What follows belongs to an exercise in optimizing a design on an open flow for small area, a short achievable clock period and few clock cycles per item; a production flow would make more cautious choices. The RTL was checked by simulation tests, not by an equivalence proof against the original design.

[config.mk]
export PLATFORM = sky130hd
export DESIGN_NAME = bch
export DESIGN_NICKNAME = bch
export VERILOG_FILES = /design/flow/design.v
export SDC_FILE = /design/flow/constraint.sdc
export NUM_CORES = 4
export LEC_CHECK = 0
export ABC_AREA = 1
export CAP_MARGIN = 20
export CORE_MARGIN = 2
export CORE_UTILIZATION = 40
export SETUP_SLACK_MARGIN = 3.8
export SLEW_MARGIN = 20
[constraint.sdc]
create_clock -name core_clock -period 6.5 [get_ports {i_clk}]
set_input_delay 1.3000 -clock core_clock [delete_from_list [all_inputs] [get_ports {i_clk}]]
set_output_delay 1.3000 -clock core_clock [all_outputs]
set_load 0.01 [all_outputs]
[design.v]
`default_nettype none
module bch (
	input  logic        i_clk,
	input  logic        i_arst_n,
	input  logic        i_set,
	input  logic [63:0] i_data,
	output logic        o_ready,
	output logic        o_finish,
	output logic [9:0]  o_data
);
	function automatic [9:0] qsolve(input [9:0] x);
		qsolve[0] = 1'b0;
		qsolve[1] = x[2] ^ x[4] ^ x[7];
		qsolve[2] = x[3] ^ x[4] ^ x[6] ^ x[7];
		qsolve[3] = x[1] ^ x[2] ^ x[4] ^ x[6] ^ x[9];
		qsolve[4] = x[3] ^ x[6] ^ x[7] ^ x[8] ^ x[9];
		qsolve[5] = x[0] ^ x[3] ^ x[6] ^ x[7] ^ x[9];
		qsolve[6] = x[7] ^ x[9];
		qsolve[7] = x[8] ^ x[9];
		qsolve[8] = x[6] ^ x[7] ^ x[9];
		qsolve[9] = x[8];
	endfunction
	function automatic [4:0] t_inv32(input [4:0] x);
		t_inv32[0] = 32'hbd89b432 >> x;
		t_inv32[1] = 32'hba357164 >> x;
		t_inv32[2] = 32'h4c98f3e8 >> x;
		t_inv32[3] = 32'h8a7ba4d8 >> x;
		t_inv32[4] = 32'hed3a0d2c >> x;
	endfunction
	function automatic [4:0] t_l31(input [4:0] x);
		t_l31[0] = 32'h1afb9244 >> x;
		t_l31[1] = 32'hb7903954 >> x;
		t_l31[2] = 32'h2dd584d8 >> x;
		t_l31[3] = 32'ha37162ac >> x;
		t_l31[4] = 32'h7a6628f0 >> x;
	endfunction
	function automatic [5:0] t_l33(input [4:0] x);
		t_l33[0] = 32'h69555995 >> x;
		t_l33[1] = 32'hf0c300ff >> x;
		t_l33[2] = 32'h63be30a6 >> x;
		t_l33[3] = 32'h5e952365 >> x;
		t_l33[4] = 32'h56651daa >> x;
		t_l33[5] = 32'h8000 >> x;
	endfunction
	function automatic [5:0] t_l33m3(input [4:0] x);
		t_l33m3[0] = 32'h965a9a64 >> x;
		t_l33m3[1] = 32'hcf33fcc0 >> x;
		t_l33m3[2] = 32'h7a2e688c >> x;
		t_l33m3[3] = 32'ha6d66bb8 >> x;
		t_l33m3[4] = 32'h95996594 >> x;
		t_l33m3[5] = 32'h0 >> x;
	endfunction
	function automatic [4:0] t_sq(input [4:0] x);
		t_sq[0] = 32'ha3be4c2d >> x;
		t_sq[1] = 32'hb51df26 >> x;
		t_sq[2] = 32'h6a3be4c2 >> x;
		t_sq[3] = 32'h30b51df2 >> x;
		t_sq[4] = 32'h7c985a8e >> x;
	endfunction
	function automatic [4:0] t_ki(input [5:0] x);
		t_ki[0] = 64'h1237cfb12 >> x;
		t_ki[1] = 64'h13c2010f2 >> x;
		t_ki[2] = 64'h1779327ba >> x;
		t_ki[3] = 64'hc81b604c >> x;
		t_ki[4] = 64'h18e9fe5c6 >> x;
	endfunction
	function automatic [4:0] t_kt(input [5:0] x);
		t_kt[0] = 64'h1e7d8948d >> x;
		t_kt[1] = 64'h1008794f0 >> x;
		t_kt[2] = 64'h993dd5de >> x;
		t_kt[3] = 64'hdb026320 >> x;
		t_kt[4] = 64'hff2e363a >> x;
	endfunction
	function automatic [9:0] t_a(input [4:0] x);
		t_a[0] = 32'h4ccccccc >> x;
		t_a[1] = 32'h70f0f0f0 >> x;
		t_a[2] = 32'h7f00ff00 >> x;
		t_a[3] = 32'h7fff0000 >> x;
		t_a[4] = 32'h2aaaaaaa >> x;
		t_a[5] = 32'h4ccccccc >> x;
		t_a[6] = 32'h70f0f0f0 >> x;
		t_a[7] = 32'h7f00ff00 >> x;
		t_a[8] = 32'h7fff0000 >> x;
		t_a[9] = 32'h2aaaaaaa >> x;
	endfunction
	function automatic [9:0] t_b(input [5:0] x);
		t_b[0] = 64'h199999998 >> x;
		t_b[1] = 64'h1e1e1e1e0 >> x;
		t_b[2] = 64'h1fe01fe00 >> x;
		t_b[3] = 64'h1fffe0000 >> x;
		t_b[4] = 64'haaaaaaaa >> x;
		t_b[5] = 64'h66666666 >> x;
		t_b[6] = 64'h1e1e1e1e >> x;
		t_b[7] = 64'h1fe01fe >> x;
		t_b[8] = 64'h1fffe >> x;
		t_b[9] = 64'h155555554 >> x;
	endfunction
	function automatic [4:0] m32(input [4:0] a, input [4:0] b);
		logic [8:0] p;
		p = '0;
		for (int i = 0; i < 5; i++)
			if (b[i])
				p = p ^ (9'(a) << i);
		for (int i = 8; i >= 5; i--)
			if (p[i])
				p = p ^ (9'b100101 << (i - 5));
		m32 = p[4:0];
	endfunction
	function automatic [4:0] sq32(input [4:0] a);
		sq32 = m32(a, a);
	endfunction
	function automatic [4:0] add31(input [4:0] a, input [4:0] b);
		logic [4:0] kg0;
		logic [4:0] kp0;
		logic [4:0] kg1;
		logic [4:0] kp1;
		logic [4:0] kg2;
		logic [4:0] kp2;
		logic [4:0] kg3;
		logic [4:0] kp3;
		logic [4:0] h;
		logic c;
		kg0 = a & b;
		kp0 = a ^ b;
		h = kp0;
		kg1[0] = kg0[0];
		kp1[0] = kp0[0];
		kg1[1] = kg0[1] | (kp0[1] & kg0[0]);
		kp1[1] = kp0[1] & kp0[0];
		kg1[2] = kg0[2] | (kp0[2] & kg0[1]);
		kp1[2] = kp0[2] & kp0[1];
		kg1[3] = kg0[3] | (kp0[3] & kg0[2]);
		kp1[3] = kp0[3] & kp0[2];
		kg1[4] = kg0[4] | (kp0[4] & kg0[3]);
		kp1[4] = kp0[4] & kp0[3];
		kg2[0] = kg1[0];
		kp2[0] = kp1[0];
		kg2[1] = kg1[1];
		kp2[1] = kp1[1];
		kg2[2] = kg1[2] | (kp1[2] & kg1[0]);
		kp2[2] = kp1[2] & kp1[0];
		kg2[3] = kg1[3] | (kp1[3] & kg1[1]);
		kp2[3] = kp1[3] & kp1[1];
		kg2[4] = kg1[4] | (kp1[4] & kg1[2]);
		kp2[4] = kp1[4] & kp1[2];
		kg3[0] = kg2[0];
		kp3[0] = kp2[0];
		kg3[1] = kg2[1];
		kp3[1] = kp2[1];
		kg3[2] = kg2[2];
		kp3[2] = kp2[2];
		kg3[3] = kg2[3];
		kp3[3] = kp2[3];
		kg3[4] = kg2[4] | (kp2[4] & kg2[0]);
		kp3[4] = kp2[4] & kp2[0];
		c = kg3[4] | kp3[4];
		add31[0] = h[0] ^ c;
		add31[1] = h[1] ^ (kg3[0] | (kp3[0] & c));
		add31[2] = h[2] ^ (kg3[1] | (kp3[1] & c));
		add31[3] = h[3] ^ (kg3[2] | (kp3[2] & c));
		add31[4] = h[4] ^ (kg3[3] | (kp3[3] & c));
	endfunction
	function automatic [9:0] add1023(input [9:0] a, input [9:0] b);
		logic [9:0] kg0;
		logic [9:0] kp0;
		logic [9:0] kg1;
		logic [9:0] kp1;
		logic [9:0] kg2;
		logic [9:0] kp2;
		logic [9:0] kg3;
		logic [9:0] kp3;
		logic [9:0] kg4;
		logic [9:0] kp4;
		logic [9:0] h;
		logic c;
		kg0 = a & b;
		kp0 = a ^ b;
		h = kp0;
		kg1[0] = kg0[0];
		kp1[0] = kp0[0];
		kg1[1] = kg0[1] | (kp0[1] & kg0[0]);
		kp1[1] = kp0[1] & kp0[0];
		kg1[2] = kg0[2] | (kp0[2] & kg0[1]);
		kp1[2] = kp0[2] & kp0[1];
		kg1[3] = kg0[3] | (kp0[3] & kg0[2]);
		kp1[3] = kp0[3] & kp0[2];
		kg1[4] = kg0[4] | (kp0[4] & kg0[3]);
		kp1[4] = kp0[4] & kp0[3];
		kg1[5] = kg0[5] | (kp0[5] & kg0[4]);
		kp1[5] = kp0[5] & kp0[4];
		kg1[6] = kg0[6] | (kp0[6] & kg0[5]);
		kp1[6] = kp0[6] & kp0[5];
		kg1[7] = kg0[7] | (kp0[7] & kg0[6]);
		kp1[7] = kp0[7] & kp0[6];
		kg1[8] = kg0[8] | (kp0[8] & kg0[7]);
		kp1[8] = kp0[8] & kp0[7];
		kg1[9] = kg0[9] | (kp0[9] & kg0[8]);
		kp1[9] = kp0[9] & kp0[8];
		kg2[0] = kg1[0];
		kp2[0] = kp1[0];
		kg2[1] = kg1[1];
		kp2[1] = kp1[1];
		kg2[2] = kg1[2] | (kp1[2] & kg1[0]);
		kp2[2] = kp1[2] & kp1[0];
		kg2[3] = kg1[3] | (kp1[3] & kg1[1]);
		kp2[3] = kp1[3] & kp1[1];
		kg2[4] = kg1[4] | (kp1[4] & kg1[2]);
		kp2[4] = kp1[4] & kp1[2];
		kg2[5] = kg1[5] | (kp1[5] & kg1[3]);
		kp2[5] = kp1[5] & kp1[3];
		kg2[6] = kg1[6] | (kp1[6] & kg1[4]);
		kp2[6] = kp1[6] & kp1[4];
		kg2[7] = kg1[7] | (kp1[7] & kg1[5]);
		kp2[7] = kp1[7] & kp1[5];
		kg2[8] = kg1[8] | (kp1[8] & kg1[6]);
		kp2[8] = kp1[8] & kp1[6];
		kg2[9] = kg1[9] | (kp1[9] & kg1[7]);
		kp2[9] = kp1[9] & kp1[7];
		kg3[0] = kg2[0];
		kp3[0] = kp2[0];
		kg3[1] = kg2[1];
		kp3[1] = kp2[1];
		kg3[2] = kg2[2];
		kp3[2] = kp2[2];
		kg3[3] = kg2[3];
		kp3[3] = kp2[3];
		kg3[4] = kg2[4] | (kp2[4] & kg2[0]);
		kp3[4] = kp2[4] & kp2[0];
		kg3[5] = kg2[5] | (kp2[5] & kg2[1]);
		kp3[5] = kp2[5] & kp2[1];
		kg3[6] = kg2[6] | (kp2[6] & kg2[2]);
		kp3[6] = kp2[6] & kp2[2];
		kg3[7] = kg2[7] | (kp2[7] & kg2[3]);
		kp3[7] = kp2[7] & kp2[3];
		kg3[8] = kg2[8] | (kp2[8] & kg2[4]);
		kp3[8] = kp2[8] & kp2[4];
		kg3[9] = kg2[9] | (kp2[9] & kg2[5]);
		kp3[9] = kp2[9] & kp2[5];
		kg4[0] = kg3[0];
		kp4[0] = kp3[0];
		kg4[1] = kg3[1];
		kp4[1] = kp3[1];
		kg4[2] = kg3[2];
		kp4[2] = kp3[2];
		kg4[3] = kg3[3];
		kp4[3] = kp3[3];
		kg4[4] = kg3[4];
		kp4[4] = kp3[4];
		kg4[5] = kg3[5];
		kp4[5] = kp3[5];
		kg4[6] = kg3[6];
		kp4[6] = kp3[6];
		kg4[7] = kg3[7];
		kp4[7] = kp3[7];
		kg4[8] = kg3[8] | (kp3[8] & kg3[0]);
		kp4[8] = kp3[8] & kp3[0];
		kg4[9] = kg3[9] | (kp3[9] & kg3[1]);
		kp4[9] = kp3[9] & kp3[1];
		c = kg4[9] | kp4[9];
		add1023[0] = h[0] ^ c;
		add1023[1] = h[1] ^ (kg4[0] | (kp4[0] & c));
		add1023[2] = h[2] ^ (kg4[1] | (kp4[1] & c));
		add1023[3] = h[3] ^ (kg4[2] | (kp4[2] & c));
		add1023[4] = h[4] ^ (kg4[3] | (kp4[3] & c));
		add1023[5] = h[5] ^ (kg4[4] | (kp4[4] & c));
		add1023[6] = h[6] ^ (kg4[5] | (kp4[5] & c));
		add1023[7] = h[7] ^ (kg4[6] | (kp4[6] & c));
		add1023[8] = h[8] ^ (kg4[7] | (kp4[7] & c));
		add1023[9] = h[9] ^ (kg4[8] | (kp4[8] & c));
	endfunction
	function automatic lt10(input [9:0] a, input [9:0] bn);
		logic [9:0] kg0;
		logic [9:0] kp0;
		logic [9:0] kg1;
		logic [9:0] kp1;
		logic [9:0] kg2;
		logic [9:0] kp2;
		logic [9:0] kg3;
		logic [9:0] kp3;
		logic [9:0] kg4;
		logic [9:0] kp4;
		logic [9:0] h;
		logic [9:0] b;
		logic c;
		b = ~bn;
		kg0 = a & b;
		kp0 = a ^ b;
		h = kp0;
		kg1[0] = kg0[0];
		kp1[0] = kp0[0];
		kg1[1] = kg0[1] | (kp0[1] & kg0[0]);
		kp1[1] = kp0[1] & kp0[0];
		kg1[2] = kg0[2] | (kp0[2] & kg0[1]);
		kp1[2] = kp0[2] & kp0[1];
		kg1[3] = kg0[3] | (kp0[3] & kg0[2]);
		kp1[3] = kp0[3] & kp0[2];
		kg1[4] = kg0[4] | (kp0[4] & kg0[3]);
		kp1[4] = kp0[4] & kp0[3];
		kg1[5] = kg0[5] | (kp0[5] & kg0[4]);
		kp1[5] = kp0[5] & kp0[4];
		kg1[6] = kg0[6] | (kp0[6] & kg0[5]);
		kp1[6] = kp0[6] & kp0[5];
		kg1[7] = kg0[7] | (kp0[7] & kg0[6]);
		kp1[7] = kp0[7] & kp0[6];
		kg1[8] = kg0[8] | (kp0[8] & kg0[7]);
		kp1[8] = kp0[8] & kp0[7];
		kg1[9] = kg0[9] | (kp0[9] & kg0[8]);
		kp1[9] = kp0[9] & kp0[8];
		kg2[0] = kg1[0];
		kp2[0] = kp1[0];
		kg2[1] = kg1[1];
		kp2[1] = kp1[1];
		kg2[2] = kg1[2] | (kp1[2] & kg1[0]);
		kp2[2] = kp1[2] & kp1[0];
		kg2[3] = kg1[3] | (kp1[3] & kg1[1]);
		kp2[3] = kp1[3] & kp1[1];
		kg2[4] = kg1[4] | (kp1[4] & kg1[2]);
		kp2[4] = kp1[4] & kp1[2];
		kg2[5] = kg1[5] | (kp1[5] & kg1[3]);
		kp2[5] = kp1[5] & kp1[3];
		kg2[6] = kg1[6] | (kp1[6] & kg1[4]);
		kp2[6] = kp1[6] & kp1[4];
		kg2[7] = kg1[7] | (kp1[7] & kg1[5]);
		kp2[7] = kp1[7] & kp1[5];
		kg2[8] = kg1[8] | (kp1[8] & kg1[6]);
		kp2[8] = kp1[8] & kp1[6];
		kg2[9] = kg1[9] | (kp1[9] & kg1[7]);
		kp2[9] = kp1[9] & kp1[7];
		kg3[0] = kg2[0];
		kp3[0] = kp2[0];
		kg3[1] = kg2[1];
		kp3[1] = kp2[1];
		kg3[2] = kg2[2];
		kp3[2] = kp2[2];
		kg3[3] = kg2[3];
		kp3[3] = kp2[3];
		kg3[4] = kg2[4] | (kp2[4] & kg2[0]);
		kp3[4] = kp2[4] & kp2[0];
		kg3[5] = kg2[5] | (kp2[5] & kg2[1]);
		kp3[5] = kp2[5] & kp2[1];
		kg3[6] = kg2[6] | (kp2[6] & kg2[2]);
		kp3[6] = kp2[6] & kp2[2];
		kg3[7] = kg2[7] | (kp2[7] & kg2[3]);
		kp3[7] = kp2[7] & kp2[3];
		kg3[8] = kg2[8] | (kp2[8] & kg2[4]);
		kp3[8] = kp2[8] & kp2[4];
		kg3[9] = kg2[9] | (kp2[9] & kg2[5]);
		kp3[9] = kp2[9] & kp2[5];
		kg4[0] = kg3[0];
		kp4[0] = kp3[0];
		kg4[1] = kg3[1];
		kp4[1] = kp3[1];
		kg4[2] = kg3[2];
		kp4[2] = kp3[2];
		kg4[3] = kg3[3];
		kp4[3] = kp3[3];
		kg4[4] = kg3[4];
		kp4[4] = kp3[4];
		kg4[5] = kg3[5];
		kp4[5] = kp3[5];
		kg4[6] = kg3[6];
		kp4[6] = kp3[6];
		kg4[7] = kg3[7];
		kp4[7] = kp3[7];
		kg4[8] = kg3[8] | (kp3[8] & kg3[0]);
		kp4[8] = kp3[8] & kp3[0];
		kg4[9] = kg3[9] | (kp3[9] & kg3[1]);
		kp4[9] = kp3[9] & kp3[1];
		lt10 = !(kg4[9] | kp4[9]);
	endfunction
	function automatic [6:0] a6(input [5:0] a, input [5:0] b);
		logic [5:0] kg0;
		logic [5:0] kp0;
		logic [5:0] kg1;
		logic [5:0] kp1;
		logic [5:0] kg2;
		logic [5:0] kp2;
		logic [5:0] kg3;
		logic [5:0] kp3;
		logic [5:0] h;
		logic c;
		kg0 = a & b;
		kp0 = a ^ b;
		h = kp0;
		kg1[0] = kg0[0];
		kp1[0] = kp0[0];
		kg1[1] = kg0[1] | (kp0[1] & kg0[0]);
		kp1[1] = kp0[1] & kp0[0];
		kg1[2] = kg0[2] | (kp0[2] & kg0[1]);
		kp1[2] = kp0[2] & kp0[1];
		kg1[3] = kg0[3] | (kp0[3] & kg0[2]);
		kp1[3] = kp0[3] & kp0[2];
		kg1[4] = kg0[4] | (kp0[4] & kg0[3]);
		kp1[4] = kp0[4] & kp0[3];
		kg1[5] = kg0[5] | (kp0[5] & kg0[4]);
		kp1[5] = kp0[5] & kp0[4];
		kg2[0] = kg1[0];
		kp2[0] = kp1[0];
		kg2[1] = kg1[1];
		kp2[1] = kp1[1];
		kg2[2] = kg1[2] | (kp1[2] & kg1[0]);
		kp2[2] = kp1[2] & kp1[0];
		kg2[3] = kg1[3] | (kp1[3] & kg1[1]);
		kp2[3] = kp1[3] & kp1[1];
		kg2[4] = kg1[4] | (kp1[4] & kg1[2]);
		kp2[4] = kp1[4] & kp1[2];
		kg2[5] = kg1[5] | (kp1[5] & kg1[3]);
		kp2[5] = kp1[5] & kp1[3];
		kg3[0] = kg2[0];
		kp3[0] = kp2[0];
		kg3[1] = kg2[1];
		kp3[1] = kp2[1];
		kg3[2] = kg2[2];
		kp3[2] = kp2[2];
		kg3[3] = kg2[3];
		kp3[3] = kp2[3];
		kg3[4] = kg2[4] | (kp2[4] & kg2[0]);
		kp3[4] = kp2[4] & kp2[0];
		kg3[5] = kg2[5] | (kp2[5] & kg2[1]);
		kp3[5] = kp2[5] & kp2[1];
		a6[0] = h[0];
		a6[1] = h[1] ^ kg3[0];
		a6[2] = h[2] ^ kg3[1];
		a6[3] = h[3] ^ kg3[2];
		a6[4] = h[4] ^ kg3[3];
		a6[5] = h[5] ^ kg3[4];
		a6[6] = kg3[5];
	endfunction
	function automatic [7:0] a7(input [6:0] a, input [6:0] b);
		logic [6:0] kg0;
		logic [6:0] kp0;
		logic [6:0] kg1;
		logic [6:0] kp1;
		logic [6:0] kg2;
		logic [6:0] kp2;
		logic [6:0] kg3;
		logic [6:0] kp3;
		logic [6:0] h;
		logic c;
		kg0 = a & b;
		kp0 = a ^ b;
		h = kp0;
		kg1[0] = kg0[0];
		kp1[0] = kp0[0];
		kg1[1] = kg0[1] | (kp0[1] & kg0[0]);
		kp1[1] = kp0[1] & kp0[0];
		kg1[2] = kg0[2] | (kp0[2] & kg0[1]);
		kp1[2] = kp0[2] & kp0[1];
		kg1[3] = kg0[3] | (kp0[3] & kg0[2]);
		kp1[3] = kp0[3] & kp0[2];
		kg1[4] = kg0[4] | (kp0[4] & kg0[3]);
		kp1[4] = kp0[4] & kp0[3];
		kg1[5] = kg0[5] | (kp0[5] & kg0[4]);
		kp1[5] = kp0[5] & kp0[4];
		kg1[6] = kg0[6] | (kp0[6] & kg0[5]);
		kp1[6] = kp0[6] & kp0[5];
		kg2[0] = kg1[0];
		kp2[0] = kp1[0];
		kg2[1] = kg1[1];
		kp2[1] = kp1[1];
		kg2[2] = kg1[2] | (kp1[2] & kg1[0]);
		kp2[2] = kp1[2] & kp1[0];
		kg2[3] = kg1[3] | (kp1[3] & kg1[1]);
		kp2[3] = kp1[3] & kp1[1];
		kg2[4] = kg1[4] | (kp1[4] & kg1[2]);
		kp2[4] = kp1[4] & kp1[2];
		kg2[5] = kg1[5] | (kp1[5] & kg1[3]);
		kp2[5] = kp1[5] & kp1[3];
		kg2[6] = kg1[6] | (kp1[6] & kg1[4]);
		kp2[6] = kp1[6] & kp1[4];
		kg3[0] = kg2[0];
		kp3[0] = kp2[0];
		kg3[1] = kg2[1];
		kp3[1] = kp2[1];
		kg3[2] = kg2[2];
		kp3[2] = kp2[2];
		kg3[3] = kg2[3];
		kp3[3] = kp2[3];
		kg3[4] = kg2[4] | (kp2[4] & kg2[0]);
		kp3[4] = kp2[4] & kp2[0];
		kg3[5] = kg2[5] | (kp2[5] & kg2[1]);
		kp3[5] = kp2[5] & kp2[1];
		kg3[6] = kg2[6] | (kp2[6] & kg2[2]);
		kp3[6] = kp2[6] & kp2[2];
		a7[0] = h[0];
		a7[1] = h[1] ^ kg3[0];
		a7[2] = h[2] ^ kg3[1];
		a7[3] = h[3] ^ kg3[2];
		a7[4] = h[4] ^ kg3[3];
		a7[5] = h[5] ^ kg3[4];
		a7[6] = h[6] ^ kg3[5];
		a7[7] = kg3[6];
	endfunction
	function automatic [5:0] add33(input [5:0] x, input [5:0] y);
		logic [5:0] sv;
		logic [5:0] cv;
		logic [6:0] s;
		logic [7:0] t;
		sv = x ^ y ^ 6'd31;
		cv = (x & y) | ((x | y) & 6'd31);
		s  = a6(x, y);
		t  = a7({1'b0, sv}, {cv, 1'b0});   
		add33 = t[6] ? t[5:0] : s[5:0];
	endfunction
	logic       busy;
	logic       rdy;
	logic [3:0] cnt;
	logic       last;
	logic       fin;
	assign o_ready = rdy;
	assign last    = busy && (cnt == 4'd15);
	always_ff @(posedge i_clk or negedge i_arst_n) begin
		if (!i_arst_n) begin
			busy   <= 1'b0;
			rdy    <= 1'b1;
			cnt    <= '0;
			fin    <= 1'b0;
		end else begin
			fin    <= last;
			cnt    <= cnt + 1'b1;
			if (!busy) begin
				cnt  <= 4'd1;
				busy <= i_set;
				rdy  <= !i_set;
			end else if (last) begin
				busy <= 1'b0;
				rdy  <= 1'b1;
			end
		end
	end
	logic [63:0] dm;
	logic [9:0]  acc1;
	logic [9:0]  acc3;
	logic [9:0]  fb1;
	logic [9:0]  fb3;
	assign dm  = {i_data[63] && !last, i_data[62:0]};   
	assign fb1 = busy ? acc1 : 10'd0;
	assign fb3 = busy ? acc3 : 10'd0;
	logic [343:0] sx;
	assign sx[0] = dm[5] ^ dm[53];
	assign sx[1] = dm[34] ^ dm[52];
	assign sx[2] = dm[7] ^ dm[46];
	assign sx[3] = dm[17] ^ dm[58];
	assign sx[4] = dm[14] ^ dm[33];
	assign sx[5] = dm[20] ^ dm[60];
	assign sx[6] = dm[27] ^ dm[29];
	assign sx[7] = dm[54] ^ dm[57];
	assign sx[8] = dm[10] ^ dm[37];
	assign sx[9] = dm[38] ^ dm[48];
	assign sx[10] = dm[31] ^ dm[62];
	assign sx[11] = dm[1] ^ dm[56];
	assign sx[12] = dm[23] ^ sx[0];
	assign sx[13] = dm[0] ^ dm[51];
	assign sx[14] = dm[24] ^ dm[61];
	assign sx[15] = dm[11] ^ dm[13];
	assign sx[16] = dm[36] ^ dm[45];
	assign sx[17] = dm[12] ^ dm[15];
	assign sx[18] = dm[9] ^ dm[40];
	assign sx[19] = dm[35] ^ dm[59];
	assign sx[20] = dm[3] ^ dm[18];
	assign sx[21] = dm[4] ^ sx[10];
	assign sx[22] = dm[32] ^ sx[4];
	assign sx[23] = sx[5] ^ sx[9];
	assign sx[24] = dm[6] ^ sx[3];
	assign sx[25] = sx[1] ^ sx[6];
	assign sx[26] = dm[47] ^ sx[11];
	assign sx[27] = fb3[7] ^ dm[43];
	assign sx[28] = dm[42] ^ dm[49];
	assign sx[29] = dm[16] ^ dm[26];
	assign sx[30] = sx[7] ^ sx[14];
	assign sx[31] = dm[30] ^ sx[2];
	assign sx[32] = sx[12] ^ sx[19];
	assign sx[33] = fb3[5] ^ fb3[9];
	assign sx[34] = fb3[3] ^ dm[21];
	assign sx[35] = dm[28] ^ dm[55];
	assign sx[36] = fb3[8] ^ dm[22];
	assign sx[37] = dm[2] ^ dm[50];
	assign sx[38] = dm[19] ^ dm[44];
	assign sx[39] = sx[8] ^ sx[15];
	assign sx[40] = fb1[4] ^ sx[17];
	assign sx[41] = fb3[4] ^ sx[33];
	assign sx[42] = fb3[6] ^ dm[39];
	assign sx[43] = fb1[7] ^ dm[43];
	assign sx[44] = dm[25] ^ sx[13];
	assign sx[45] = sx[18] ^ sx[29];
	assign sx[46] = sx[16] ^ sx[20];
	assign sx[47] = sx[27] ^ sx[34];
	assign sx[48] = dm[41] ^ sx[25];
	assign sx[49] = sx[22] ^ sx[39];
	assign sx[50] = sx[24] ^ sx[26];
	assign sx[51] = fb1[3] ^ fb1[5];
	assign sx[52] = fb3[2] ^ dm[34];
	assign sx[53] = dm[8] ^ dm[55];
	assign sx[54] = dm[11] ^ dm[49];
	assign sx[55] = dm[59] ^ sx[1];
	assign sx[56] = dm[42] ^ sx[2];
	assign sx[57] = dm[51] ^ sx[28];
	assign sx[58] = dm[20] ^ sx[18];
	assign sx[59] = dm[53] ^ sx[37];
	assign sx[60] = dm[21] ^ sx[38];
	assign sx[61] = dm[18] ^ sx[7];
	assign sx[62] = sx[21] ^ sx[23];
	assign sx[63] = fb3[0] ^ sx[30];
	assign sx[64] = fb1[1] ^ sx[40];
	assign sx[65] = dm[48] ^ sx[47];
	assign sx[66] = sx[25] ^ sx[31];
	assign sx[67] = sx[21] ^ sx[42];
	assign sx[68] = sx[15] ^ sx[23];
	assign sx[69] = fb1[6] ^ sx[32];
	assign sx[70] = fb3[1] ^ sx[32];
	assign sx[71] = dm[22] ^ sx[48];
	assign sx[72] = fb1[3] ^ fb1[9];
	assign sx[73] = fb1[2] ^ fb1[9];
	assign sx[74] = dm[12] ^ dm[56];
	assign sx[75] = dm[46] ^ sx[41];
	assign sx[76] = dm[15] ^ dm[17];
	assign sx[77] = dm[3] ^ dm[54];
	assign sx[78] = dm[16] ^ dm[24];
	assign sx[79] = dm[60] ^ sx[72];
	assign sx[80] = dm[26] ^ dm[29];
	assign sx[81] = dm[2] ^ dm[47];
	assign sx[82] = dm[0] ^ dm[32];
	assign sx[83] = dm[7] ^ dm[37];
	assign sx[84] = dm[39] ^ sx[73];
	assign sx[85] = dm[26] ^ dm[33];
	assign sx[86] = fb3[8] ^ dm[44];
	assign sx[87] = dm[13] ^ sx[51];
	assign sx[88] = fb1[0] ^ dm[61];
	assign sx[89] = dm[14] ^ dm[19];
	assign sx[90] = dm[3] ^ dm[4];
	assign sx[91] = sx[2] ^ sx[53];
	assign sx[92] = sx[0] ^ sx[52];
	assign sx[93] = sx[3] ^ sx[4];
	assign sx[94] = dm[25] ^ sx[36];
	assign sx[95] = dm[62] ^ sx[38];
	assign sx[96] = sx[54] ^ sx[85];
	assign sx[97] = sx[5] ^ sx[13];
	assign sx[98] = sx[43] ^ sx[84];
	assign sx[99] = dm[57] ^ sx[9];
	assign sx[100] = dm[0] ^ sx[35];
	assign sx[101] = sx[14] ^ sx[17];
	assign sx[102] = dm[63] ^ sx[28];
	assign sx[103] = dm[8] ^ sx[8];
	assign sx[104] = sx[36] ^ sx[76];
	assign sx[105] = dm[45] ^ sx[13];
	assign sx[106] = sx[6] ^ sx[8];
	assign sx[107] = sx[43] ^ sx[88];
	assign sx[108] = fb1[2] ^ sx[16];
	assign sx[109] = sx[22] ^ sx[44];
	assign sx[110] = dm[27] ^ sx[93];
	assign sx[111] = dm[39] ^ sx[56];
	assign sx[112] = dm[60] ^ sx[45];
	assign sx[113] = sx[24] ^ sx[75];
	assign sx[114] = sx[30] ^ sx[31];
	assign sx[115] = sx[46] ^ sx[59];
	assign sx[116] = sx[55] ^ sx[99];
	assign sx[117] = dm[52] ^ sx[61];
	assign sx[118] = sx[77] ^ sx[102];
	assign sx[119] = sx[12] ^ sx[40];
	assign sx[120] = dm[58] ^ sx[91];
	assign sx[121] = sx[60] ^ sx[66];
	assign sx[122] = sx[58] ^ sx[113];
	assign sx[123] = sx[49] ^ sx[90];
	assign sx[124] = sx[11] ^ sx[64];
	assign sx[125] = sx[16] ^ sx[65];
	assign sx[126] = sx[35] ^ sx[50];
	assign sx[127] = fb1[8] ^ sx[114];
	assign sx[128] = sx[50] ^ sx[62];
	assign sx[129] = sx[57] ^ sx[112];
	assign sx[130] = fb1[6] ^ dm[16];
	assign sx[131] = dm[28] ^ dm[36];
	assign sx[132] = sx[10] ^ sx[79];
	assign sx[133] = sx[130] ^ sx[131];
	assign sx[134] = sx[24] ^ sx[132];
	assign sx[135] = sx[133] ^ sx[109];
	assign sx[136] = sx[118] ^ sx[119];
	assign sx[137] = sx[134] ^ sx[121];
	assign sx[138] = sx[135] ^ sx[136];
	assign sx[139] = sx[137] ^ sx[138];
	assign sx[140] = dm[7] ^ dm[35];
	assign sx[141] = sx[4] ^ sx[18];
	assign sx[142] = sx[28] ^ sx[140];
	assign sx[143] = sx[107] ^ sx[141];
	assign sx[144] = sx[142] ^ sx[68];
	assign sx[145] = sx[117] ^ sx[119];
	assign sx[146] = sx[143] ^ sx[126];
	assign sx[147] = sx[144] ^ sx[145];
	assign sx[148] = sx[146] ^ sx[147];
	assign sx[149] = fb1[0] ^ fb1[1];
	assign sx[150] = fb1[4] ^ sx[149];
	assign sx[151] = sx[150] ^ dm[2];
	assign sx[152] = dm[15] ^ dm[22];
	assign sx[153] = dm[29] ^ dm[31];
	assign sx[154] = sx[1] ^ sx[35];
	assign sx[155] = sx[79] ^ sx[151];
	assign sx[156] = sx[152] ^ sx[153];
	assign sx[157] = sx[26] ^ sx[46];
	assign sx[158] = sx[154] ^ sx[155];
	assign sx[159] = sx[156] ^ sx[49];
	assign sx[160] = sx[157] ^ sx[158];
	assign sx[161] = sx[69] ^ sx[127];
	assign sx[162] = sx[159] ^ sx[160];
	assign sx[163] = sx[161] ^ sx[162];
	assign sx[164] = dm[5] ^ dm[10];
	assign sx[165] = dm[50] ^ sx[164];
	assign sx[166] = sx[61] ^ sx[96];
	assign sx[167] = sx[98] ^ sx[105];
	assign sx[168] = sx[165] ^ sx[62];
	assign sx[169] = sx[64] ^ sx[166];
	assign sx[170] = sx[167] ^ sx[121];
	assign sx[171] = sx[168] ^ sx[169];
	assign sx[172] = sx[170] ^ sx[171];
	assign sx[173] = dm[33] ^ dm[37];
	assign sx[174] = dm[53] ^ sx[29];
	assign sx[175] = sx[87] ^ sx[173];
	assign sx[176] = sx[55] ^ sx[108];
	assign sx[177] = sx[174] ^ sx[175];
	assign sx[178] = sx[176] ^ sx[177];
	assign sx[179] = sx[127] ^ sx[128];
	assign sx[180] = sx[178] ^ sx[179];
	assign sx[181] = fb1[8] ^ dm[52];
	assign sx[182] = sx[3] ^ sx[20];
	assign sx[183] = sx[80] ^ sx[89];
	assign sx[184] = sx[181] ^ sx[100];
	assign sx[185] = sx[182] ^ sx[183];
	assign sx[186] = sx[68] ^ sx[111];
	assign sx[187] = sx[184] ^ sx[185];
	assign sx[188] = sx[69] ^ sx[124];
	assign sx[189] = sx[186] ^ sx[187];
	assign sx[190] = sx[188] ^ sx[189];
	assign sx[191] = fb1[5] ^ dm[9];
	assign sx[192] = dm[12] ^ dm[14];
	assign sx[193] = dm[38] ^ dm[54];
	assign sx[194] = sx[54] ^ sx[83];
	assign sx[195] = sx[191] ^ sx[192];
	assign sx[196] = sx[193] ^ sx[44];
	assign sx[197] = sx[98] ^ sx[194];
	assign sx[198] = sx[195] ^ sx[115];
	assign sx[199] = sx[196] ^ sx[197];
	assign sx[200] = sx[71] ^ sx[126];
	assign sx[201] = sx[198] ^ sx[199];
	assign sx[202] = sx[200] ^ sx[201];
	assign sx[203] = dm[21] ^ dm[46];
	assign sx[204] = sx[87] ^ sx[203];
	assign sx[205] = sx[21] ^ sx[45];
	assign sx[206] = sx[103] ^ sx[204];
	assign sx[207] = sx[110] ^ sx[115];
	assign sx[208] = sx[116] ^ sx[205];
	assign sx[209] = sx[206] ^ sx[124];
	assign sx[210] = sx[207] ^ sx[208];
	assign sx[211] = sx[209] ^ sx[210];
	assign sx[212] = fb1[4] ^ dm[56];
	assign sx[213] = sx[37] ^ sx[78];
	assign sx[214] = sx[212] ^ sx[58];
	assign sx[215] = sx[60] ^ sx[106];
	assign sx[216] = sx[108] ^ sx[213];
	assign sx[217] = sx[109] ^ sx[117];
	assign sx[218] = sx[120] ^ sx[214];
	assign sx[219] = sx[215] ^ sx[216];
	assign sx[220] = sx[69] ^ sx[217];
	assign sx[221] = sx[218] ^ sx[219];
	assign sx[222] = sx[220] ^ sx[221];
	assign sx[223] = sx[51] ^ dm[17];
	assign sx[224] = dm[48] ^ sx[0];
	assign sx[225] = sx[53] ^ sx[74];
	assign sx[226] = sx[223] ^ sx[107];
	assign sx[227] = sx[224] ^ sx[225];
	assign sx[228] = sx[226] ^ sx[227];
	assign sx[229] = sx[71] ^ sx[123];
	assign sx[230] = sx[129] ^ sx[228];
	assign sx[231] = sx[229] ^ sx[230];
	assign sx[232] = dm[33] ^ sx[27];
	assign sx[233] = sx[26] ^ sx[95];
	assign sx[234] = sx[97] ^ sx[103];
	assign sx[235] = sx[104] ^ sx[232];
	assign sx[236] = sx[66] ^ sx[118];
	assign sx[237] = sx[233] ^ sx[234];
	assign sx[238] = sx[235] ^ sx[70];
	assign sx[239] = sx[236] ^ sx[237];
	assign sx[240] = sx[238] ^ sx[239];
	assign sx[241] = fb3[0] ^ fb3[9];
	assign sx[242] = sx[241] ^ dm[11];
	assign sx[243] = dm[41] ^ sx[82];
	assign sx[244] = sx[86] ^ sx[242];
	assign sx[245] = sx[31] ^ sx[45];
	assign sx[246] = sx[46] ^ sx[92];
	assign sx[247] = sx[101] ^ sx[106];
	assign sx[248] = sx[243] ^ sx[244];
	assign sx[249] = sx[245] ^ sx[246];
	assign sx[250] = sx[247] ^ sx[248];
	assign sx[251] = sx[128] ^ sx[249];
	assign sx[252] = sx[250] ^ sx[251];
	assign sx[253] = sx[33] ^ dm[1];
	assign sx[254] = dm[8] ^ dm[30];
	assign sx[255] = dm[40] ^ dm[47];
	assign sx[256] = dm[50] ^ sx[0];
	assign sx[257] = sx[10] ^ sx[17];
	assign sx[258] = sx[82] ^ sx[83];
	assign sx[259] = sx[253] ^ sx[254];
	assign sx[260] = sx[255] ^ sx[30];
	assign sx[261] = sx[47] ^ sx[94];
	assign sx[262] = sx[256] ^ sx[257];
	assign sx[263] = sx[258] ^ sx[259];
	assign sx[264] = sx[48] ^ sx[68];
	assign sx[265] = sx[260] ^ sx[261];
	assign sx[266] = sx[262] ^ sx[263];
	assign sx[267] = sx[264] ^ sx[265];
	assign sx[268] = sx[266] ^ sx[267];
	assign sx[269] = sx[41] ^ dm[10];
	assign sx[270] = dm[18] ^ dm[36];
	assign sx[271] = sx[81] ^ sx[89];
	assign sx[272] = sx[269] ^ sx[270];
	assign sx[273] = sx[12] ^ sx[94];
	assign sx[274] = sx[101] ^ sx[271];
	assign sx[275] = sx[272] ^ sx[67];
	assign sx[276] = sx[116] ^ sx[120];
	assign sx[277] = sx[273] ^ sx[274];
	assign sx[278] = sx[129] ^ sx[275];
	assign sx[279] = sx[276] ^ sx[277];
	assign sx[280] = sx[278] ^ sx[279];
	assign sx[281] = fb3[7] ^ fb3[9];
	assign sx[282] = sx[281] ^ dm[1];
	assign sx[283] = dm[9] ^ dm[28];
	assign sx[284] = dm[35] ^ dm[58];
	assign sx[285] = sx[5] ^ sx[20];
	assign sx[286] = sx[29] ^ sx[42];
	assign sx[287] = sx[282] ^ sx[283];
	assign sx[288] = sx[284] ^ sx[39];
	assign sx[289] = sx[59] ^ sx[95];
	assign sx[290] = sx[285] ^ sx[286];
	assign sx[291] = sx[287] ^ sx[63];
	assign sx[292] = sx[288] ^ sx[289];
	assign sx[293] = sx[290] ^ sx[71];
	assign sx[294] = sx[291] ^ sx[292];
	assign sx[295] = sx[293] ^ sx[294];
	assign sx[296] = fb3[2] ^ dm[5];
	assign sx[297] = sx[36] ^ sx[78];
	assign sx[298] = sx[296] ^ sx[26];
	assign sx[299] = sx[56] ^ sx[100];
	assign sx[300] = sx[297] ^ sx[65];
	assign sx[301] = sx[67] ^ sx[110];
	assign sx[302] = sx[298] ^ sx[299];
	assign sx[303] = sx[300] ^ sx[301];
	assign sx[304] = sx[302] ^ sx[303];
	assign sx[305] = sx[41] ^ dm[1];
	assign sx[306] = dm[6] ^ dm[24];
	assign sx[307] = dm[27] ^ dm[55];
	assign sx[308] = sx[7] ^ sx[19];
	assign sx[309] = sx[86] ^ sx[305];
	assign sx[310] = sx[306] ^ sx[307];
	assign sx[311] = sx[97] ^ sx[308];
	assign sx[312] = sx[309] ^ sx[310];
	assign sx[313] = sx[111] ^ sx[311];
	assign sx[314] = sx[312] ^ sx[123];
	assign sx[315] = sx[125] ^ sx[313];
	assign sx[316] = sx[314] ^ sx[315];
	assign sx[317] = sx[81] ^ sx[44];
	assign sx[318] = sx[92] ^ sx[96];
	assign sx[319] = sx[63] ^ sx[317];
	assign sx[320] = sx[318] ^ sx[122];
	assign sx[321] = sx[125] ^ sx[319];
	assign sx[322] = sx[320] ^ sx[321];
	assign sx[323] = fb3[4] ^ fb3[5];
	assign sx[324] = fb3[6] ^ sx[323];
	assign sx[325] = sx[324] ^ dm[45];
	assign sx[326] = sx[34] ^ sx[37];
	assign sx[327] = sx[80] ^ sx[325];
	assign sx[328] = sx[23] ^ sx[57];
	assign sx[329] = sx[104] ^ sx[326];
	assign sx[330] = sx[327] ^ sx[49];
	assign sx[331] = sx[63] ^ sx[328];
	assign sx[332] = sx[329] ^ sx[70];
	assign sx[333] = sx[330] ^ sx[331];
	assign sx[334] = sx[332] ^ sx[333];
	assign sx[335] = sx[6] ^ sx[20];
	assign sx[336] = sx[27] ^ sx[52];
	assign sx[337] = sx[74] ^ sx[22];
	assign sx[338] = sx[105] ^ sx[335];
	assign sx[339] = sx[336] ^ sx[67];
	assign sx[340] = sx[337] ^ sx[338];
	assign sx[341] = sx[70] ^ sx[122];
	assign sx[342] = sx[339] ^ sx[340];
	assign sx[343] = sx[341] ^ sx[342];
	always_ff @(posedge i_clk) begin
		acc1[0] <= sx[139];
		acc1[1] <= sx[148];
		acc1[2] <= sx[163];
		acc1[3] <= sx[172];
		acc1[4] <= sx[180];
		acc1[5] <= sx[190];
		acc1[6] <= sx[202];
		acc1[7] <= sx[211];
		acc1[8] <= sx[222];
		acc1[9] <= sx[231];
		acc3[0] <= sx[240];
		acc3[1] <= sx[252];
		acc3[2] <= sx[268];
		acc3[3] <= sx[280];
		acc3[4] <= sx[295];
		acc3[5] <= sx[304];
		acc3[6] <= sx[316];
		acc3[7] <= sx[322];
		acc3[8] <= sx[334];
		acc3[9] <= sx[343];
	end
	logic [11:0] st;      
	logic [4:0] r_31;     
	logic [5:0] r_33;
	logic [9:0] lin;      
	logic [9:0] lx;
	logic [4:0] qt;       
	logic [4:0] qn;       
	logic       qbz;      
	logic [4:0] raw31;
	logic [5:0] raw33;
	logic [5:0] m3_33;
	assign lx = fin ? acc1 : lin;
	logic [4:0] opa;
	logic [4:0] op1b;
	logic [4:0] op2b;
	logic [4:0] esq;
	assign esq  = t_sq(r_31);
	assign opa  = st[3] ? esq : lx[4:0];
	assign op1b = st[3] ? t_ki(r_33) : t_inv32(lx[9:5]);
	assign op2b = st[3] ? t_kt(r_33) : lx[9:5];
	always_ff @(posedge i_clk) begin
		qt  <= m32(opa, op1b);
		qn  <= m32(opa, op2b) ^ (st[3] ? 5'd0 : (sq32(lx[4:0]) ^ sq32(lx[9:5])));
		qbz <= (lx[9:5] == 5'd0);
	end
	assign raw31 = t_l31(qn);
	assign raw33 = qbz ? 6'd0 : t_l33(qt);
	assign m3_33 = qbz ? 6'd0 : t_l33m3(qt);
	logic [4:0] x31;
	logic [5:0] x33;
	always_ff @(posedge i_clk) begin
		x31 <= raw31;
		x33 <= st[0] ? m3_33 : raw33;
	end
	logic [4:0] r1_31;    
	logic [5:0] r1_33;
	logic [4:0] op31;
	logic [5:0] op33;
	logic       s1z;      
	logic       s3z;      
	logic       single;
	logic       nosol;    
	logic       sgl_n;
	logic [9:0] p;
	logic [9:0] p1;
	logic [9:0] od;
	logic       of;
	logic [1:0] ocnt;
	logic       od_lt;
	logic       empty;
	always_ff @(posedge i_clk or negedge i_arst_n) begin
		if (!i_arst_n) begin
			st <= '0;
		end else begin
			st <= {st[10:0], fin};
		end
	end
	assign op31 = st[1] ? {x31[3:0], x31[4]} : st[2] ? ~r_31 : r1_31;
	assign op33 = st[1] ? 6'd0 : st[2] ? r_33 : r1_33;
	assign sgl_n = !s3z && (r_31 == 5'd0) && (r_33 == 6'd0);
	logic [9:0] exq;
	logic       sglq;
	assign exq = {qt, qn};
	always_ff @(posedge i_clk) begin
		sglq <= sgl_n;
	end
	logic [4:0] c31;
	logic [9:0] cb;
	always_ff @(posedge i_clk) begin
		c31 <= r_31;
		cb  <= t_b(r_33);
	end
	assign p     = add1023(t_a(c31), cb);
	assign od_lt = lt10(od, p1);
	assign empty = s1z || (!single && nosol);
	always_ff @(posedge i_clk) begin
		if (fin) begin
			s1z <= (acc1 == 10'd0);
			lin <= acc3;
		end else if (st[4]) begin
			lin <= sglq ? 10'd1 : s3z ? 10'd32 : (qsolve(exq) ^ 10'd32);
		end else begin
			lin <= lin ^ 10'd1;
		end
		if (st[0]) begin
			s3z   <= (lin == 10'd0);
			r1_31 <= raw31;
			r1_33 <= raw33;
		end
		if (st[4]) begin
			single <= sglq;
			nosol  <= !s3z && ^(exq & 10'd288);
		end
		r_31 <= add31(x31, op31);
		r_33 <= add33(x33, op33);
		if (st[9] || (st[11] && !od_lt))
			p1 <= st[9] ? p : od;
	end
	assign o_finish = of;
	assign o_data   = od;
	always_ff @(posedge i_clk or negedge i_arst_n) begin
		if (!i_arst_n) begin
			of   <= 1'b0;
			ocnt <= '0;
		end else begin
			if (st[11]) begin
				of   <= 1'b1;
				ocnt <= empty ? 2'd0 : single ? 2'd1 : 2'd2;
			end else if (of) begin
				if (ocnt == 2'd0)
					of <= 1'b0;
				else
					ocnt <= ocnt - 1'b1;
			end
		end
	end
	always_ff @(posedge i_clk) begin
		if (st[10]) begin
			od <= p;
		end else if (st[11]) begin
			if (empty)
				od <= 10'd1023;
			else if (single || !od_lt)
				od <= p1;
		end else if (ocnt == 2'd2) begin
			od <= p1;
		end else begin
			od <= 10'd1023;
		end
	end
endmodule
`default_nettype wire
[flow/run.sh]
#!/bin/bash
# Standard layout, but the port buffers are sky130_fd_sc_hd__buf_4 instead of the delay
# buffer buffer_ports picks by default. Everything else is the standard flow's own flow (standard.sh).
set -euo pipefail
bash standard.sh "BUFFER_PORTS_ARGS=-buffer_cell sky130_fd_sc_hd__buf_4" finish > standard.log 2>&1
[standard.sh]
#!/bin/bash
# synth_recipe.tcl (not shown) runs the flow's synth.tcl, then flattens the netlist and writes it again
# the make line also repeats each setting of config.mk as NAME=value (left out here)
make -C /OpenROAD-flow-scripts/flow DESIGN_CONFIG=/design/flow/config.mk WORK_HOME=/design/flow/orfs CLKGATE_MAP_FILE= SYNTH_SCRIPT=/design/flow/synth_recipe.tcl "${@:-finish}"
==> notes.md, run 1 <==
- The number of standard-cell rows in the floorplan is 67.
- The worst setup path startpoint is st[2].
- The standard cell area after detailed placement is 14500 µm².
- The time the worst path needs with I/O delays and setup is 2.66 ns.
- The min-delay analysis places its worst path in the category flop to flop.
- Across all hold checks on the routed design, the worst slack comes to 0.348 ns.
- The total stage count of the critical path is 16.
- After technology mapping, the gate count stands at 1901.
- The endpoint class of the critical path is a flop.
- The worst register-to-register path has a setup slack of 3.84 ns.
- Dividing the detail-routed wire length by the instance count gives 16.6 µm.
- The via density per instance is 5.06.
- The arithmetic-cell share of the synthesized area counting full adders, half adders and majority gates is 8.23%.
- Summed over all nets, wire length on met2 after detailed routing comes to 21000 µm.
- Counting flops and latches in the post-synthesis netlist gives 136.
- After layout, the worst path uses 40.9% of the clock period.
- Of the total synthesized cell area, the portion taken by AND, OR, NAND and NOR gates is 25.1%.
- The kind of cell with the highest combined delay along the critical path is compound AO/OA/AOI/OAI gates.
- The sequential-to-total area share from yosys stat is 24.3%.
- Walking the worst path, the cells encountered are inv_2 -> nor2_2 -> nor3_2 -> inv_1 -> ha_4 -> inv_2 -> ha_4 -> a21oi_2 -> inv_2 -> a31oi_4 -> o21ai_2 -> a21oi_2 -> xor2_2 -> buf_4 -> nor2_2 -> a31oi_1.
- The die covers 35200 µm².
- For this block, wires on met1 add up to 16900 µm.
- The portion of synthesized area spent on multiplexers is 0%.
- The post-layout instance count excluding filler cells is 2467.
- In this run the vertical extent of the chip is 188 µm.
- The initial cell density of the core is 40.5%.
- The total of max-cap violations is 0.
- Of all flip-flops after synthesis, the portion carrying an async set or reset was 16.2%.
- The number of buffer and inverter instances along the worst setup path is 5.
- For this run, the number of Yosys warnings is 1.
- Of the cells placed in the final design, the portion with a size suffix greater than 1 is 18.3%.
- The worst register-to-register path begins at st[2].
- The sum of negative setup slack is 0 ns.
- The run finished with no timing, DRC or antenna violations.
- STA classifies the critical path startpoint as a flop.
- The most common cell type on the critical path is inv_2.
- TritonCTS built the clock tree.
- The cell area after layout is 16300 µm².
- Counting tap cells, the placed design contains a total of 2388 instances.
- The aggregate global-route resource usage is 22.5%.
- The highest layer used for signal routing is met4.
- Data arrives at the worst endpoint at 3.00 ns.
- The horizontal die dimension is 188 µm.
- At the worst endpoint, the required time is 6.85 ns.
- The area growth from synthesis to layout is 20.5%.
- Counting distinct cell types in the post-synthesis netlist gives 53.
- The maximum number of pins on one net before global-route repair is 28.
- The worst setup path is of the flop to flop kind.
- The net count reported at finish is 2160.
- The mean post-synth cell area is 7.10 µm².
- The first-pass iteration count of the detailed router is 6.
- Once detail routing completed, the nets flagged for antenna violations numbered 0.
- Summed over all instances, the cell type with the most area after synthesis is nand2_1.
- The total area inside the core boundary comes to 33400 µm².
- The library cells used most frequently in the layout, excluding fill and tap cells, are 492 x nand2_1, 184 x inv_1, 184 x xor2_1.
- The terminus of the critical flop-to-flop path is r_33[5].
- The slew at the pin closest to its max-slew limit is 1.00 ns.
- The number of diodes is 0.
- The highest fanout seen on the critical path is 5.
- The largest family of logic cells by synthesized area is XOR/XNOR gates.
- The final estimated routing congestion in global placement is 1.03.
- After Yosys synthesis, XOR and XNOR cells account for 25.3% of the synthesized area.
- 79 I/O pins were placed.
- Setup repair after global routing could not meet its margin everywhere.
- The max-slew violation count came to 0.
- The largest stage delay on the critical path is 0.45 ns.
- The fmax is 376 MHz.
- The buffer type at the clock tree root is clkbuf_16.
- The worst reg2reg path depth is 16.
- The first-pass GRT wire length is 62500 µm.
- The number of antenna violations at the first check in global routing came to 0.
- Sorting the synthesized cells by area gives the leading types as nand2_1 15%, xor2_1 13%, dfxtp_1 10%, edfxtp_1 9.8%, xnor2_1 9.7%.
- The vias after detailed routing is 12500.
- The total count of hold-check failures in the final report is 0.
- The starting DRC count in detailed routing is 946.
- The number of I/O port buffers is 78.
- After synthesis, the largest area contributor takes up 14.7% of total cell area.
- The area fraction in compound gates after synthesis is 9.71%.
- The most frequent standard cell in the layout excluding fill and tap cells is nand2_1.
- The maximum count of clock buffers along a single path is 2.
- The met3 layer wire length in the routed design is 1610 µm.
- Between clock sinks in the finished design, the worst skew comes to 0.0181 ns.
- The number of nets handed over by synthesis was 2055.
- The number of remaining DRC errors is 0.
- The via count of the first global-routing pass is 11800.
- The sum of overflow across all layers after global routing is 0.
- The number of buffers created by CTS is 17.
- The H-tree was split into 4 levels.
- Measured against its own limit, the worst slew margin works out to 32.8%.
- The number of synthesized flops with an enable pin is 44.
- For this block, the routed nets add up to 41000 µm of wire.
- The hold buffer count at cts is 0.
- Setup violations remaining at the end of the flow were counted as 0.
- In the synthesized netlist the dominant register cell turns out to be dfxtp_1.
- The detailed placement HPWL is 32500 µm.
- The sink count of the clock tree is 136.
- The master of the slowest instance on the critical path is dfrtp_2.
- Clock-pin slew was measured on the worst setup and hold paths at 0.07 ns.
- The critical path ends at r_33[5].
- The synthesized netlist occupies a cell area of 13500 µm².
- The insertion delay of the later-clocked pin in the worst-skew pair is 0.43 ns.
## per-layer routing
metal,global-route usage (%),up-vias
li1,-,6270
met1,26.8,5741
met2,40.8,391
met3,2.70,77
met4,9.18,0
met5,0,-
## worst register-to-register path, cell delays in order, from the launching register on
cell,delay (ns)
dfrtp_2,0.45
inv_2,0.11
nor2_2,0.04
nor3_2,0.18
inv_1,0.10
ha_4,0.28
inv_2,0.04
ha_4,0.23
a21oi_2,0.14
inv_2,0.05
a31oi_4,0.16
o21ai_2,0.09
a21oi_2,0.21
xor2_2,0.20
buf_4,0.16
nor2_2,0.03
a31oi_1,0.12
## cells in the mapped netlist (all sizes together) (11+ instances only)
| master | instances |
|---|---|
| a21oi | 77 |
| buf | 24 |
| clkbuf | 18 |
| dfrtp | 21 |
| dfxtp | 70 |
| edfxtp | 44 |
| ha | 84 |
| inv | 203 |
| nand2 | 538 |
| nand3 | 116 |
| nor2 | 116 |
| nor3 | 18 |
| o21ai | 102 |
| o31ai | 11 |
| or2 | 11 |
| xnor2 | 162 |
| xor2 | 207 |
## kinds of logic (layout without fill, tap and decap cells)
family,count (synthesis),after routing
simple gates,824,825
xor+xnor,369,369
buf+inv,252,368
compound gates,233,234
flops,136,136
fa+ha+maj,87,87
## worst min-delay path by stage
stage	start	to	slack [ns]	cells after the start
final	st[6]	st[7]	0.35	0
after global routing	st[7]	st[8]	0.37	0
after CTS	st[6]	st[7]	0.35	0
after detailed placement	st[8]	st[9]	0.34	0
after global placement	st[5]	st[6]	0.33	0
after floorplan	st[5]	st[6]	0.33	0
## sequential cells by signal, indices dropped and copies added (netlist names), 2 cells and up
signal	flops
x33	6
acc3	10
cb	10
qn	5
r1_33	6
r1_31	5
cnt	4
r_33	6
ocnt	2
qt	5
st	12
x31	5
acc1	10
c31	5
r_31	5
od	10
lin	10
p1	10
## area by class of cell
class | instances | area (µm²)
clock buffer | 19 | 454
multi-input combinational | 1515 | 10000
inverter | 210 | 812
clock inverter | 13 | 105
tap | 448 | 561
fill | 3366 | 17100
timing repair buffer | 126 | 1010
sequential | 136 | 3320
## metrics by stage
stage                     utilization [%]  setup slack (ns)
after floorplan                         -              3.80
after global placement               43.5              3.09
after detailed placement             43.5              3.03
after CTS                            46.0              3.79
after global routing                 48.7              3.64
final                                48.7              3.84
## repair_timing
item,CTS,global route
hold endpoints to repair,0,0
setup buffers,8,36
setup endpoints to repair,53,57
pin swaps,6,38
gates cloned,0,3
gates resized for setup,54,150
Testbench counts, summed over its fixed seeds: cycles 3,193, items 192.
==> run 2, diff against run 1 <==
--- a/design.v
+++ b/design.v
@@ -504,14 +504,12 @@
 	endfunction
 	logic       busy;
-	logic       rdy;
 	logic [3:0] cnt;
 	logic       last;
 	logic       fin;
-	assign o_ready = rdy;
+	assign o_ready = !busy;
 	assign last    = busy && (cnt == 4'd15);
 	always_ff @(posedge i_clk or negedge i_arst_n) begin
 		if (!i_arst_n) begin
 			busy   <= 1'b0;
-			rdy    <= 1'b1;
 			cnt    <= '0;
 			fin    <= 1'b0;
@@ -522,8 +520,6 @@
 				cnt  <= 4'd1;
 				busy <= i_set;
-				rdy  <= !i_set;
 			end else if (last) begin
 				busy <= 1'b0;
-				rdy  <= 1'b1;
 			end
 		end
@@ -940,4 +936,5 @@
 	logic [4:0] r1_31;    
 	logic [5:0] r1_33;
+	logic       r1h;
 	logic [4:0] op31;
 	logic [5:0] op33;
@@ -961,4 +958,6 @@
 		end
 	end
+	assign r1_31 = {r1h, p1[9:6]};
+	assign r1_33 = p1[5:0];
 	assign op31 = st[1] ? {x31[3:0], x31[4]} : st[2] ? ~r_31 : r1_31;
 	assign op33 = st[1] ? 6'd0 : st[2] ? r_33 : r1_33;
@@ -990,6 +989,5 @@
 		if (st[0]) begin
 			s3z   <= (lin == 10'd0);
-			r1_31 <= raw31;
-			r1_33 <= raw33;
+			r1h   <= raw31[4];
 		end
 		if (st[4]) begin
@@ -999,5 +997,7 @@
 		r_31 <= add31(x31, op31);
 		r_33 <= add33(x33, op33);
-		if (st[9] || (st[11] && !od_lt))
+		if (st[0])
+			p1 <= {raw31[3:0], raw33};
+		else if (st[9] || (st[11] && !od_lt))
 			p1 <= st[9] ? p : od;
 	end
==> run 2 against run 1 <==
Against the previous run:
- utilization decreased by 0.096 points
- critical path depth down 7
- non-clock buffer count decreased by 12
- via count shrank 1.1%
- clock skew shrank 0.0033 ns
- critical endpoint is now acc1[2]
- sequential share of layout area shrank 1.4 points
==> notes.md, run 2 <==
- Among all cell types in the netlist, the one instantiated most often is nand2_1.
- TritonCTS built the clock tree.
- The area share of the largest cell type after synthesis was 14.0% (-0.78 points).
- The number of remaining DRC errors is 0 (unchanged).
- The total of max-cap violations was 0 (unchanged).
- The max-slew violation count came to 0 (unchanged).
- The number of synthesized flops with an enable pin is 34 (-23%).
- The maximum number of pins on one net before global-route repair is 29 (+3.6%).
- The die outline area is 34100 µm² (-3.3%).
- The insertion delay of the later-clocked pin in the worst-skew pair is 0.43 ns (about the same).
- The aggregate global-route resource usage is 24.3% (+1.8 points).
- Setup repair after global routing could not meet its margin everywhere.
- Leaving out fill and tap cells, the most frequent cell in the layout is nand2_1.
- The endpoint class of the critical path is a flop.
- The first-pass iteration count of the detailed router came to 5 (-1).
- The synthesized netlist cell count was 1863 (-2.0%).
- The path class of the tightest hold or removal check is flop to flop.
- The signed area change from the synthesized netlist to the final layout is 20.4% (about the same).
- The clock transition at the registers of the reported paths is 0.07 ns (about the same).
- The final estimated routing congestion in global placement is 0.977 (-5.2%).
- The net count reported at finish was 2112 (-2.2%).
- The sum of overflow across all layers after global routing is 0 (unchanged).
- The pre-CTS setup slack was 3.19 ns (+0.164 ns).
- The synthesized design spends more area on one cell type than any other, namely nand2_1.
- The slew at the pin closest to its max-slew limit was 0.806 ns (-0.196 ns).
- The via count of the first global-routing pass was 11700 (-0.69%).
- The final critical-path setup slack is 3.86 ns (+0.0164 ns).
- st holds more flip-flops than any other register.
- The initial cell density of the core came to 40.4% (-0.074 points).
- The average wire per standard cell is 17.1 µm (+3.2%).
- The horizontal die dimension came to 185 µm (-1.7%).
- The cell area after synthesis is 13000 µm² (-3.4%).
- The maximum count of clock buffers along a single path is 2 (unchanged).
- The total number of yosys warnings came to 1 (unchanged).
- The mean post-synth cell area is 7.00 µm² (-1.4%).
- The number of I/O port buffers is 78 (unchanged).
- The type of element launching the critical path is an input pin.
- The final hold slack is 0.347 ns (-0.00125 ns).
- The worst endpoint required time is 6.83 ns (-0.02 ns).
- The number of buffers created by CTS was 17 (unchanged).
- The total area of sequential cells is 2990 µm² (-10%).
- In the synthesized netlist, the cells that appear most often are 485 x nand2_1, 212 x inv_1, 195 x xor2_1.
- The via density per instance is 5.11 (+0.92%).
- The total nets after synthesis came to 2013 (-2.0%).
- The type of the setup path with the least slack is input pin to flop.
- Among all flip-flop cells after synthesis, the most frequent one is dfxtp_1.
- By area the synthesized netlist is led by nand2_1 14%, xor2_1 13%, dfxtp_1 11%, xnor2_1 10%, edfxtp_1 7.8%.
- Leaving out fill and tap cells, the most frequent cells in the layout are 462 x nand2_1, 205 x inv_1, 176 x xor2_1.
- The flip-flop count of the largest register after layout is 12 (unchanged).
- The sink count of the clock tree is 125 (-8.1%).
- The starting DRC count in detailed routing is 837 (-12%).
- The fraction of the cycle the final worst path needs came to 40.6% (-0.25 points).
- In this run the clock root is driven by a clkbuf_16.
- The async set-reset flop share out of synthesis came to 16.8% (+0.62 points).
- The detailed-route wire length is 41400 µm (+1.1%).
- The standard cell core area came to 32300 µm² (-3.2%).
- The number of antenna violations at the first check in global routing came to 0 (unchanged).
- The count of different cell masters after synthesis is 56 (+5.7%).
- The highest fanout seen on the critical path is 4 (-1).
- The final setup violation count came to 0 (unchanged).
- The time the worst path needs with I/O delays and setup is 2.64 ns (-0.0164 ns).
- The hold buffer count at cts is 0 (unchanged).
- The relative max-transition margin was 46.1% (+13 points).
- The share of cells above drive strength 1 is 15.4% (-2.8 points).
- The I/O pin count is 79 (unchanged).
- The number of standard-cell rows in the floorplan came to 66 (-1.5%).
- The vias after detailed routing was 12300 (-1.1%).
- The fmax is 379 MHz (+0.62%).
- The number of diodes is 0 (unchanged).
- The deepest level of the CTS H-tree is 4 (unchanged).
- The sequential-to-total area share from yosys stat is 22.6% (-1.7 points).
- The worst clock skew came to 0.0148 ns (-0.00329 ns).
- The synthesized flop and latch total is 125 (-8.1%).
- The sum of negative setup slack is 0 ns (unchanged).
- The area of combinational cells with multiple inputs is 9830 µm² (-1.7%).
- The worst path arrival time is 2.97 ns (-0.03 ns).
- The fill cell total of the finished layout is 3207 (-4.7%).
- The overall die height is 185 µm (-1.7%).
- The first-pass GRT wire length is 63500 µm (+1.5%).
- The total count of hold-check failures in the final report was 0 (unchanged).
- The antenna violation net count after detailed routing is 0 (unchanged).
- The flow ran to the end and the layout has no timing, DRC or antenna violations.
- The detailed placement HPWL is 33200 µm (+2.2%).
run 2: cell types whose count changed after synthesis, sizes merged, moves of 5 or more:
cell    before  now
nor2       116  134
edfxtp      44   34
a221oi       5    0
inv        203  216
nand3      116  128
a21oi       77   66
nand2      538  490
run 2: worst paths after layout:
kind                             from       to  slack (ns)  cells after the start
setup / recovery           i_data[56]  acc1[2]        3.86                      9
max in group asynchronous    i_arst_n    st[3]        5.42                      1
hold reg to reg                 st[5]    st[6]        0.35                      0
min in group asynchronous    i_arst_n      fin        0.78                      1
hold / removal                  st[5]    st[6]        0.35                      0
setup reg to reg               c31[0]    od[9]        3.95                     12
run 2: metal layers:
metal / vias up / GRT usage (%) / wire length (µm)
li1: 6152 / - / -
met1: 5685 / 29.7 / 17300
met2: 423 / 43.7 / 20800
met3: 79 / 2.41 / 1760
met4: 0 / 9.50 / 1530
met5: - / 0 / 0
run 2: final cells by class:
type | count | share of cell area, %
Inverter | 220 | 5.40
Clock buffer | 21 | 3.00
Timing Repair Buffer | 114 | 5.78
Sequential cell | 125 | 19.0
Multi-Input combinational cell | 1484 | 62.6
Clock inverter | 11 | 0.677
Tap cell | 442 | 3.52
run 2: through the flow:
| stage | util, % | cell area [µm²] | cells |
|---|---|---|---|
| floorplan | - | 13200 | 1863 |
| global placement | 43.7 | 14100 | 2349 |
| detailed placement | 43.7 | 14100 | 2349 |
| CTS | 46.3 | 14900 | 2388 |
| global route | 48.6 | 15700 | 2417 |
| finish | 48.6 | 15700 | 2417 |
run 2: logic make-up (layout without fill, tap and decap cells):
| kind of cell | after synthesis | count (layout) | synth area share, % |
|---|---|---|---|
| simple gates | 809 | 810 | 25.7 |
| buf+inv | 255 | 366 | 7.74 |
| compound gates | 226 | 226 | 9.99 |
| xor+xnor | 364 | 364 | 25.8 |
| flops | 125 | 125 | 22.6 |
| mux | 1 | 1 | 0.0768 |
| fa+ha+maj | 83 | 83 | 8.14 |
run 2: repair_timing:
item,in CTS,in global routing
endpoints found under the setup margin,54,56
buffers inserted,7,26
pin swaps,5,29
gates resized for setup,45,114
gates cloned,0,3
run 2: critical path, stage by stage:
cell	delay, ns
buf_4	0.15
xnor2_4	0.26
xor2_4	0.34
xnor2_1	0.21
xor2_2	0.32
or2_0	0.16
nand3_1	0.09
nand3b_1	0.10
nand2_1	0.05
Testbench counts of run 2, summed over its fixed seeds: cycles 3,193, items 192.

[static timing again, ports no longer ideal]
How much do the figures lean on ideal ports? The routed layouts below were timed once more, with nothing changed but the port constraints. Step 1 assumes that a clkbuf_16 drives the clock port and a buf_2 every other input. Step 2 times the ports against the registers' clock, not the clock port: input delays grow and output delays shrink by t, the midpoint of the rising clock arrivals with the driver on. Three values: ideal ports, drivers, drivers and shift; two values: the first two.
run | t (ns) | slack for setup (ns) | slew at the worst register clock pin (ns)
run 1 | 0.471 | 3.843 / 3.843 / 3.398 | 0.07 / 0.07
run 2 | 0.469 | 3.860 / 3.839 / 3.410 | 0.07 / 0.07
After both steps every run listed still meets setup and hold. For run 2, which loses most, drivers alone change the setup slack by -0.021 ns; drivers and shift together by -0.450 ns.
